From an optimization exercise on the open Yosys and OpenROAD flow, aimed at small area, a short achievable clock period and few clock cycles per item; shortcuts taken in it are not production practice. Only the layout flow was run in this run; the RTL was not checked for function there. Power figures rest on the tool's default switching activity, not on a simulated workload.

[flow/config.mk]
export PLATFORM = sky130hd
export DESIGN_NAME = axil_reg_slave
export DESIGN_NICKNAME = axil_reg_slave
export VERILOG_FILES = /design/flow/design.v
export SDC_FILE = /design/flow/constraint.sdc
export NUM_CORES = 4
export LEC_CHECK = 0
export CAP_MARGIN = 20
export CORE_MARGIN = 2
export CORE_UTILIZATION = 40
export SLEW_MARGIN = 20
[flow/constraint.sdc]
create_clock -name core_clock -period 4.0 [get_ports {ACLK}]
set_input_delay 0.8000 -clock core_clock [delete_from_list [all_inputs] [get_ports {ACLK}]]
set_output_delay 0.8000 -clock core_clock [all_outputs]
set_load 0.01 [all_outputs]
[flow/design.v]
`timescale 1ns/1ns
`default_nettype none
package reg_bank_pkg;
    localparam logic [1:0] RESP_OKAY = 2'b00;
    localparam int BYTE_BITS  = 8;      
    localparam int WORD_SHIFT = 2;      
    typedef enum logic [1:0] {
        AW_IDLE = 2'd0,                 
        AW_PREP = 2'd1,                 
        AW_WAIT = 2'd2,                 
        AW_DONE = 2'd3                  
    } aw_state_t;
    typedef enum logic [2:0] {
        W_IDLE = 3'd0,                  
        W_PREP = 3'd1,                  
        W_WAIT = 3'd2,                  
        W_RESP = 3'd3,                  
        W_DONE = 3'd4                   
    } w_state_t;
    typedef enum logic [1:0] {
        R_IDLE = 2'd0,                  
        R_PREP = 2'd1,                  
        R_DATA = 2'd2,                  
        R_DONE = 2'd3                   
    } r_state_t;
endpackage
`default_nettype wire
`timescale 1ns/1ns
`default_nettype none
module reg_bank #(
    parameter int ADDR_WIDTH = 6,
    parameter int DATA_WIDTH = 32
) (
    input  wire                                            ACLK,
    input  wire                                            ARESET,
    input  logic                                           wr_en,
    input  logic [ADDR_WIDTH-reg_bank_pkg::WORD_SHIFT-1:0] wr_index,
    input  logic [DATA_WIDTH-1:0]                          wr_data,
    input  logic [DATA_WIDTH/reg_bank_pkg::BYTE_BITS-1:0]  wr_strb,
    input  logic [ADDR_WIDTH-reg_bank_pkg::WORD_SHIFT-1:0] rd_index,
    output logic [DATA_WIDTH-1:0]                          rd_data
);
    localparam int NUM_REGS  = 1 << (ADDR_WIDTH - reg_bank_pkg::WORD_SHIFT);   
    localparam int NUM_LANES = DATA_WIDTH / reg_bank_pkg::BYTE_BITS;
    logic [DATA_WIDTH-1:0] regs [NUM_REGS];
    logic [DATA_WIDTH-1:0] wr_mask;     
    always_comb begin
        for (int b = 0; b < NUM_LANES; b++) begin
            wr_mask[b*reg_bank_pkg::BYTE_BITS +: reg_bank_pkg::BYTE_BITS] = {reg_bank_pkg::BYTE_BITS{wr_strb[b]}};
        end
    end
    always_ff @(posedge ACLK) begin
        if (ARESET) begin
            for (int i = 0; i < NUM_REGS; i++) begin
                regs[i] <= '0;
            end
        end else if (wr_en) begin
            regs[wr_index] <= (wr_data & wr_mask) | (regs[wr_index] & ~wr_mask);
        end
    end
    assign rd_data = regs[rd_index];    
endmodule
`default_nettype wire
`timescale 1ns/1ns
`default_nettype none
module axil_write_ctrl #(
    parameter int ADDR_WIDTH = 6,
    parameter int DATA_WIDTH = 32
) (
    input  wire                                            ACLK,
    input  wire                                            ARESET,
    input  logic [ADDR_WIDTH-1:0]                          AWADDR,
    input  logic                                           AWVALID,
    output logic                                           AWREADY,
    input  logic [DATA_WIDTH-1:0]                          WDATA,
    input  logic [DATA_WIDTH/reg_bank_pkg::BYTE_BITS-1:0]  WSTRB,
    input  logic                                           WVALID,
    output logic                                           WREADY,
    output logic [1:0]                                     BRESP,
    output logic                                           BVALID,
    input  logic                                           BREADY,
    output logic                                           wr_en,
    output logic [ADDR_WIDTH-reg_bank_pkg::WORD_SHIFT-1:0] wr_index,
    output logic [DATA_WIDTH-1:0]                          wr_data,
    output logic [DATA_WIDTH/reg_bank_pkg::BYTE_BITS-1:0]  wr_strb
);
    reg_bank_pkg::aw_state_t aw_state, aw_next;
    reg_bank_pkg::w_state_t  w_state, w_next;
    logic aw_hs, w_hs;                  
    logic aw_hs_flag, w_hs_flag;        
    logic [ADDR_WIDTH-reg_bank_pkg::WORD_SHIFT-1:0] aw_index_q;
    logic [DATA_WIDTH-1:0]            w_data_q;
    logic [DATA_WIDTH/reg_bank_pkg::BYTE_BITS-1:0]  w_strb_q;
    assign AWREADY = (aw_state == reg_bank_pkg::AW_IDLE);
    assign WREADY  = (w_state == reg_bank_pkg::W_IDLE);
    assign aw_hs   = AWVALID & AWREADY;
    assign w_hs    = WVALID & WREADY;
    assign wr_en = aw_hs_flag & w_hs_flag;
    always_ff @(posedge ACLK) begin
        if (ARESET) begin
            aw_state <= reg_bank_pkg::AW_IDLE;
            w_state  <= reg_bank_pkg::W_IDLE;
        end else begin
            aw_state <= aw_next;
            w_state  <= w_next;
        end
    end
    always_comb begin
        aw_next = aw_state;
        case (aw_state)
            reg_bank_pkg::AW_IDLE: if (AWVALID) aw_next = reg_bank_pkg::AW_PREP;
            reg_bank_pkg::AW_PREP: aw_next = wr_en ? reg_bank_pkg::AW_DONE : reg_bank_pkg::AW_WAIT;   
            reg_bank_pkg::AW_WAIT: if (wr_en) aw_next = reg_bank_pkg::AW_DONE;
            reg_bank_pkg::AW_DONE: if (w_state == reg_bank_pkg::W_DONE) aw_next = reg_bank_pkg::AW_IDLE;
            default: aw_next = reg_bank_pkg::AW_IDLE;
        endcase
    end
    always_comb begin
        w_next = w_state;
        case (w_state)
            reg_bank_pkg::W_IDLE:  if (WVALID) w_next = reg_bank_pkg::W_PREP;
            reg_bank_pkg::W_PREP:  w_next = wr_en ? reg_bank_pkg::W_RESP : reg_bank_pkg::W_WAIT;      
            reg_bank_pkg::W_WAIT:  if (wr_en) w_next = reg_bank_pkg::W_RESP;
            reg_bank_pkg::W_RESP:  if (BREADY) w_next = reg_bank_pkg::W_DONE;           
            reg_bank_pkg::W_DONE:  w_next = reg_bank_pkg::W_IDLE;
            default: w_next = reg_bank_pkg::W_IDLE;
        endcase
    end
    always_ff @(posedge ACLK) begin
        if (ARESET) begin
            aw_hs_flag <= 1'b0;
            w_hs_flag  <= 1'b0;
        end else begin
            if (aw_hs) begin
                aw_hs_flag <= 1'b1;
            end else if (wr_en) begin
                aw_hs_flag <= 1'b0;
            end
            if (w_hs) begin
                w_hs_flag <= 1'b1;
            end else if (wr_en) begin
                w_hs_flag <= 1'b0;
            end
        end
    end
    always_ff @(posedge ACLK) begin
        if (aw_hs) begin
            aw_index_q <= AWADDR[ADDR_WIDTH-1:reg_bank_pkg::WORD_SHIFT];
        end
        if (w_hs) begin
            w_data_q <= WDATA;
            w_strb_q <= WSTRB;
        end
    end
    assign wr_index = aw_index_q;
    assign wr_data  = w_data_q;
    assign wr_strb  = w_strb_q;
    assign BVALID = (w_state == reg_bank_pkg::W_RESP);
    assign BRESP  = reg_bank_pkg::RESP_OKAY;          
endmodule
`default_nettype wire
`timescale 1ns/1ns
`default_nettype none
module axil_read_ctrl #(
    parameter int ADDR_WIDTH = 6,
    parameter int DATA_WIDTH = 32
) (
    input  wire                                            ACLK,
    input  wire                                            ARESET,
    input  logic [ADDR_WIDTH-1:0]                          ARADDR,
    input  logic                                           ARVALID,
    output logic                                           ARREADY,
    output logic [DATA_WIDTH-1:0]                          RDATA,
    output logic [1:0]                                     RRESP,
    output logic                                           RVALID,
    input  logic                                           RREADY,
    output logic [ADDR_WIDTH-reg_bank_pkg::WORD_SHIFT-1:0] rd_index,
    input  logic [DATA_WIDTH-1:0]                          rd_data
);
    reg_bank_pkg::r_state_t r_state, r_next;
    logic                             ar_hs;
    logic [ADDR_WIDTH-reg_bank_pkg::WORD_SHIFT-1:0] ar_index_q;   
    logic [DATA_WIDTH-1:0]            rdata_q;
    assign ARREADY = (r_state == reg_bank_pkg::R_IDLE);
    assign ar_hs   = ARVALID & ARREADY;
    always_ff @(posedge ACLK) begin
        if (ARESET) begin
            r_state <= reg_bank_pkg::R_IDLE;
        end else begin
            r_state <= r_next;
        end
    end
    always_comb begin
        r_next = r_state;
        case (r_state)
            reg_bank_pkg::R_IDLE:  if (ARVALID) r_next = reg_bank_pkg::R_PREP;
            reg_bank_pkg::R_PREP:  r_next = reg_bank_pkg::R_DATA;                  
            reg_bank_pkg::R_DATA:  if (RREADY) r_next = reg_bank_pkg::R_DONE;
            reg_bank_pkg::R_DONE:  r_next = reg_bank_pkg::R_IDLE;
            default: r_next = reg_bank_pkg::R_IDLE;
        endcase
    end
    always_ff @(posedge ACLK) begin
        if (ar_hs) begin
            ar_index_q <= ARADDR[ADDR_WIDTH-1:reg_bank_pkg::WORD_SHIFT];
        end
        if (r_state == reg_bank_pkg::R_PREP) begin
            rdata_q <= rd_data;
        end
    end
    assign rd_index = ar_index_q;
    assign RDATA    = rdata_q;
    assign RVALID   = (r_state == reg_bank_pkg::R_DATA);
    assign RRESP    = reg_bank_pkg::RESP_OKAY;
endmodule
`default_nettype wire
`timescale 1ns/1ns
`default_nettype none
module axil_reg_slave #(
    parameter int ADDR_WIDTH = 6,
    parameter int DATA_WIDTH = 32
) (
    input  wire                                            ACLK,
    input  wire                                            ARESET,
    input  logic [ADDR_WIDTH-1:0]                          AWADDR,
    input  logic                                           AWVALID,
    output logic                                           AWREADY,
    input  logic [DATA_WIDTH-1:0]                          WDATA,
    input  logic [DATA_WIDTH/reg_bank_pkg::BYTE_BITS-1:0]  WSTRB,
    input  logic                                           WVALID,
    output logic                                           WREADY,
    output logic [1:0]                                     BRESP,
    output logic                                           BVALID,
    input  logic                                           BREADY,
    input  logic [ADDR_WIDTH-1:0]                          ARADDR,
    input  logic                                           ARVALID,
    output logic                                           ARREADY,
    output logic [DATA_WIDTH-1:0]                          RDATA,
    output logic [1:0]                                     RRESP,
    output logic                                           RVALID,
    input  logic                                           RREADY
);
    logic                             wr_en;
    logic [ADDR_WIDTH-reg_bank_pkg::WORD_SHIFT-1:0] wr_index;
    logic [DATA_WIDTH-1:0]            wr_data;
    logic [DATA_WIDTH/reg_bank_pkg::BYTE_BITS-1:0]  wr_strb;
    logic [ADDR_WIDTH-reg_bank_pkg::WORD_SHIFT-1:0] rd_index;
    logic [DATA_WIDTH-1:0]            rd_data;
    axil_write_ctrl #(
        .ADDR_WIDTH (ADDR_WIDTH),
        .DATA_WIDTH (DATA_WIDTH)
    ) u_write_ctrl (
        .ACLK     (ACLK),
        .ARESET   (ARESET),
        .AWADDR   (AWADDR),
        .AWVALID  (AWVALID),
        .AWREADY  (AWREADY),
        .WDATA    (WDATA),
        .WSTRB    (WSTRB),
        .WVALID   (WVALID),
        .WREADY   (WREADY),
        .BRESP    (BRESP),
        .BVALID   (BVALID),
        .BREADY   (BREADY),
        .wr_en    (wr_en),
        .wr_index (wr_index),
        .wr_data  (wr_data),
        .wr_strb  (wr_strb)
    );
    axil_read_ctrl #(
        .ADDR_WIDTH (ADDR_WIDTH),
        .DATA_WIDTH (DATA_WIDTH)
    ) u_read_ctrl (
        .ACLK     (ACLK),
        .ARESET   (ARESET),
        .ARADDR   (ARADDR),
        .ARVALID  (ARVALID),
        .ARREADY  (ARREADY),
        .RDATA    (RDATA),
        .RRESP    (RRESP),
        .RVALID   (RVALID),
        .RREADY   (RREADY),
        .rd_index (rd_index),
        .rd_data  (rd_data)
    );
    reg_bank #(
        .ADDR_WIDTH (ADDR_WIDTH),
        .DATA_WIDTH (DATA_WIDTH)
    ) u_reg_bank (
        .ACLK     (ACLK),
        .ARESET   (ARESET),
        .wr_en    (wr_en),
        .wr_index (wr_index),
        .wr_data  (wr_data),
        .wr_strb  (wr_strb),
        .rd_index (rd_index),
        .rd_data  (rd_data)
    );
endmodule
`default_nettype wire
[flow/run.sh]
#!/bin/bash
# synth_recipe.tcl (not shown) runs the flow's synth.tcl, then flattens the netlist and writes it again
# the make line also repeats each setting of config.mk as NAME=value (left out here)
make -C /OpenROAD-flow-scripts/flow DESIGN_CONFIG=/design/flow/config.mk WORK_HOME=/design/flow/orfs CLKGATE_MAP_FILE= SYNTH_SCRIPT=/design/flow/synth_recipe.tcl finish
==> summary.txt <==
## report_power, final
part	total, mW	switching [mW]	internal, mW
Combinational	6.24	4.00	2.24
Sequential	7.71	0.303	7.41
Clock	6.10	2.61	3.48
## placed cells by master, fill, tap and decap left out, drive strengths merged, types with 2 or more instances in the layout
master	Yosys	routed
nor2b	37	37
inv	9	11
clkbuf	84	92
clkinvlp	0	3
nand3	13	13
ha	9	9
dfxtp	13	13
or2	4	4
nand2b	22	22
nor3	17	17
clkdlybuf4s50	0	87
o21ai	2	2
bufinv	0	2
nor4	500	500
and2	4	4
mux4	160	160
a21oi	67	67
nand2	21	21
mux2i	258	258
edfxtp	588	588
mux2	3	3
clkinv	0	29
nor2	14	14
conb	1	4
a22oi	128	128
buf	202	164
## how the worst max path moves through the flow
stage,startpoint,endpoint,slack (ns),depth (start not counted)
6_report,ARESET,u_reg_bank.regs[15][0],1.04,7
5_1_grt,ARESET,u_reg_bank.regs[15][27],0.93,7
4_1_cts,ARESET,u_reg_bank.regs[15][0],1.12,7
3_5_place_dp,ARESET,u_reg_bank.regs[15][0],0.48,7
3_3_place_gp,ARESET,u_reg_bank.regs[15][6],0.52,7
2_1_floorplan,ARESET,u_reg_bank.regs[6][0],1.37,4
## kinds of logic (layout without fill, tap and decap cells)
group,Yosys count,count (layout)
AND/OR/NAND/NOR,635,635
other,1,4
buffers and inverters,295,388
multiplexers,421,421
AO/OA/AOI/OAI,201,201
XOR/XNOR,1,1
adder cells (fa/ha/maj),9,9
flip-flops,601,601
## critical path, delay by kind of cell
kind                   cells  cell delay, ns
and+or+nand+nor            4            1.46
buffers and inverters      3            1.10
## metal layers
layer / share of wire (%) / routed length [µm] / vias to the layer above
met5: 0 / 0 / -
met4: 2.7 / 2840 / 0
met3: 8.0 / 8410 / 190
met2: 50 / 52400 / 1054
met1: 40 / 41900 / 11400
li1: - / - / 9135
## area by class of cell
cell class              count  area share, %
flip-flops and latches    601           47.6
multi-input cells        1271           36.9
repair buffers            251           6.08
clock buffers              92           5.04
well taps                1080           3.59
clock inverters            36          0.678
inverters                   9         0.0897
## registers in the layout, indices dropped and copies added (netlist names), named ones only
signal and count:
u_write_ctrl.aw_index_q 4, u_write_ctrl.w_hs_flag 1, u_read_ctrl.r_state 2, u_read_ctrl.rdata_q 32
u_write_ctrl.w_data_q 32, u_reg_bank.regs 512, u_read_ctrl.ar_index_q 4, u_write_ctrl.aw_state 2
u_write_ctrl.aw_hs_flag 1, u_write_ctrl.w_strb_q 4, u_write_ctrl.w_state 3
## stage by stage
stage               util, %  cell area [µm²]  hold WS, ns  setup slack, ns  cells
detailed placement     42.6            35500        0.498            0.479   3212
floorplan                 -            33600        0.459             1.37   2167
global route           45.1            37700        0.540            0.926   3340
CTS                    45.1            37700        0.507             1.12   3340
global placement       42.6            35500        0.476            0.520   3212
finish                 45.1            37700        0.509             1.04   3340
==> results by group <==
Clocking
  – Total CTS buffers: 69
  – Post-cts resize count: 0
  – H-tree Lvls: 3
  – Clk sink count: 601
  – Setup bufs post-CTS: 0
  – Cell at the root of the clock tree: clkbuf_16
  – CTS Hold Bufs: 0
  – Clock Pin Slew Worst Setup and Hold Paths: 0.06 ns
  – CTS tree: built
  – CTS Buffer Depth: 3
  – Clock latency (worst-skew pair): 0.63 ns

Floorplan
  – Die X: 294 µm
  – Row count: 106
  – Die ar.: 86400 µm²
  – Core region area: 83400 µm²
  – Initial Utilization: 40.3%
  – Chip Height: 294 µm
  – I/O pin cnt: 96

Timing
  – RSZ-0062 raised after global routing: no
  – Max Clk Rate: 337 MHz
  – Clock skew: 0.0284 ns
  – Final period util: 74.1%
  – Fin. Hold Viols: 0
  – Setup TNS: 0 ns
  – Post-layout min period: 2.96 ns
  – Worst-margin pin slew: 1.06 ns
  – Final setup viols: 0
  – Worst rel slew slack: 29.3%
  – Final slew viol count: 0

Setup path
  – R2R Setup Slk: 1.12 ns
  – Critical path class: in2reg
  – Slowest stage cell, crit path: clkdlybuf4s50_1
  – Most frequent CP cell: buf_4
  – Worst reg2reg path endpoint: u_reg_bank.regs[14][7]
  – Slowest stage delay, CP: 0.46 ns
  – R2R depth: 5
  – Critical Path Source Type: input pin
  – Crit-path max FO: 17
  – CP Cell Sequence: clkdlybuf4s50_1 -> buf_4 -> nand4b_1 -> nor2_1 -> nand2_2 -> buf_4 -> nor4_1
  – Worst setup EP type: flip-flop
  – Critical path data arrival time: 3.38 ns
  – CP required: 4.42 ns

GRT
  – Gr ovfl total: 0
  – Number of global-route vias before repair: 22100
  – Largest net degree at the start of global routing: 66
  – Met1 usage: 31.8%
  – GR Util met2: 41.1%
  – GRT Overall Usage: 24.2%
  – GRT busiest layer: met2
  – Global-route met3 utilization: 3.82%
  – Initial antenna violation count: 1
  – Global-route wire length before repair: 151 mm

Drt
  – DR iter-0 viols: 2328
  – Routed len/inst: 31.6 µm
  – DRT antenna net count: 0
  – DR vias: 21800
  – Residual DRC: 0
  – Total wire length: 106 mm
  – Detailed Routing Iterations Pass 1: 5
  – DR vias/cell: 6.52

Job
  – Maximum Capacitance Violations: 0

Power and ir drop
  – VDD IR max: 385 µV
  – Pwr/cell area: 533 nW/µm²
  – Leakage power: 12.3 nW
  – Power Total: 20.1 mW

Logic synthesis
  – Most numerous cell in the Yosys netlist: edfxtp_1
  – YS warnings: 3
  – Synth cell types: 41
  – Register area share after synthesis: 53.3%
  – Ys async rst share: 0%
  – EDFF count, synth: 588
  – Simple-gate share of the synthesized area: 17.3%
  – Syn Inst Count: 2164
  – Seq cells post-synth: 601
  – Mean Syn Cell Area: 15.5 µm²
  – Netlist Area Pre-Place: 33600 µm²
  – Largest family of logic cells by synthesized area: multiplexers
  – Area contributors post-synth: edfxtp_1 53%, nor4_2 12%, mux4_2 11%
  – Post-Synth Adder-Cell Area: 0.335%
  – Dominant cell type by area after synthesis: edfxtp_1
  – Synth top cells by count: 588 x edfxtp_1, 310 x nor4_2, 258 x mux2i_1
  – Post-synth top area share: 52.5%
  – Primary FF master, synth: edfxtp_1
  – Post-synthesis compound-gate area fraction: 4.87%
  – Synth Area in XOR/XNOR: 0.0261%
  – Mux cell area share after synthesis: 18.5%

Cells and area
  – Syn-to-layout area delta: 12.0%
  – Fin nets: 2267
  – Layout cells sized above 1: 37.7%
  – Ant. Diodes: 0
  – Fillers: 7187
  – Multi-input logic area: 13900 µm²
  – Register area: 17900 µm²

Worst hold path
  – Hold Crit Depth: 1
  – Hold endpoint: u_write_ctrl.w_state[2]
  – Hold path startpoint: u_write_ctrl.w_state[2]
  – Hold Crit Class: reg2reg

Place
  – Dpl hpwl: 58.2 mm
  – Buffers on Ports: 87
  – Placer Congestion: 0.780

Outcome
  – Status: timing/DRC/antenna clean

## re-timing with driven ports
The results above use ideal ports. As a check the final layout listed here was re-extracted and re-timed, cells and wires unchanged.
Step 1: set_driving_cell puts a clkbuf_16 on ACLK and a buf_2 on each other input, an assumption about the parent block.
Step 2, shift: input delay + t, output delay - t, t = (earliest + latest rising clock arrival at the registers) / 2. This alone moves slack from input paths to output paths.
Three values: ideal ports, drivers, drivers and shift; two values: the first two.
t (ns): 0.681
setup slack, ns: 1.036 / 1.079 / 0.398
hold slack, ns: 0.509 / 0.509 / 0.509
After both steps setup and hold are still met in this run. For this run, drivers alone change the setup slack by +0.043 ns; drivers and shift together by -0.638 ns.
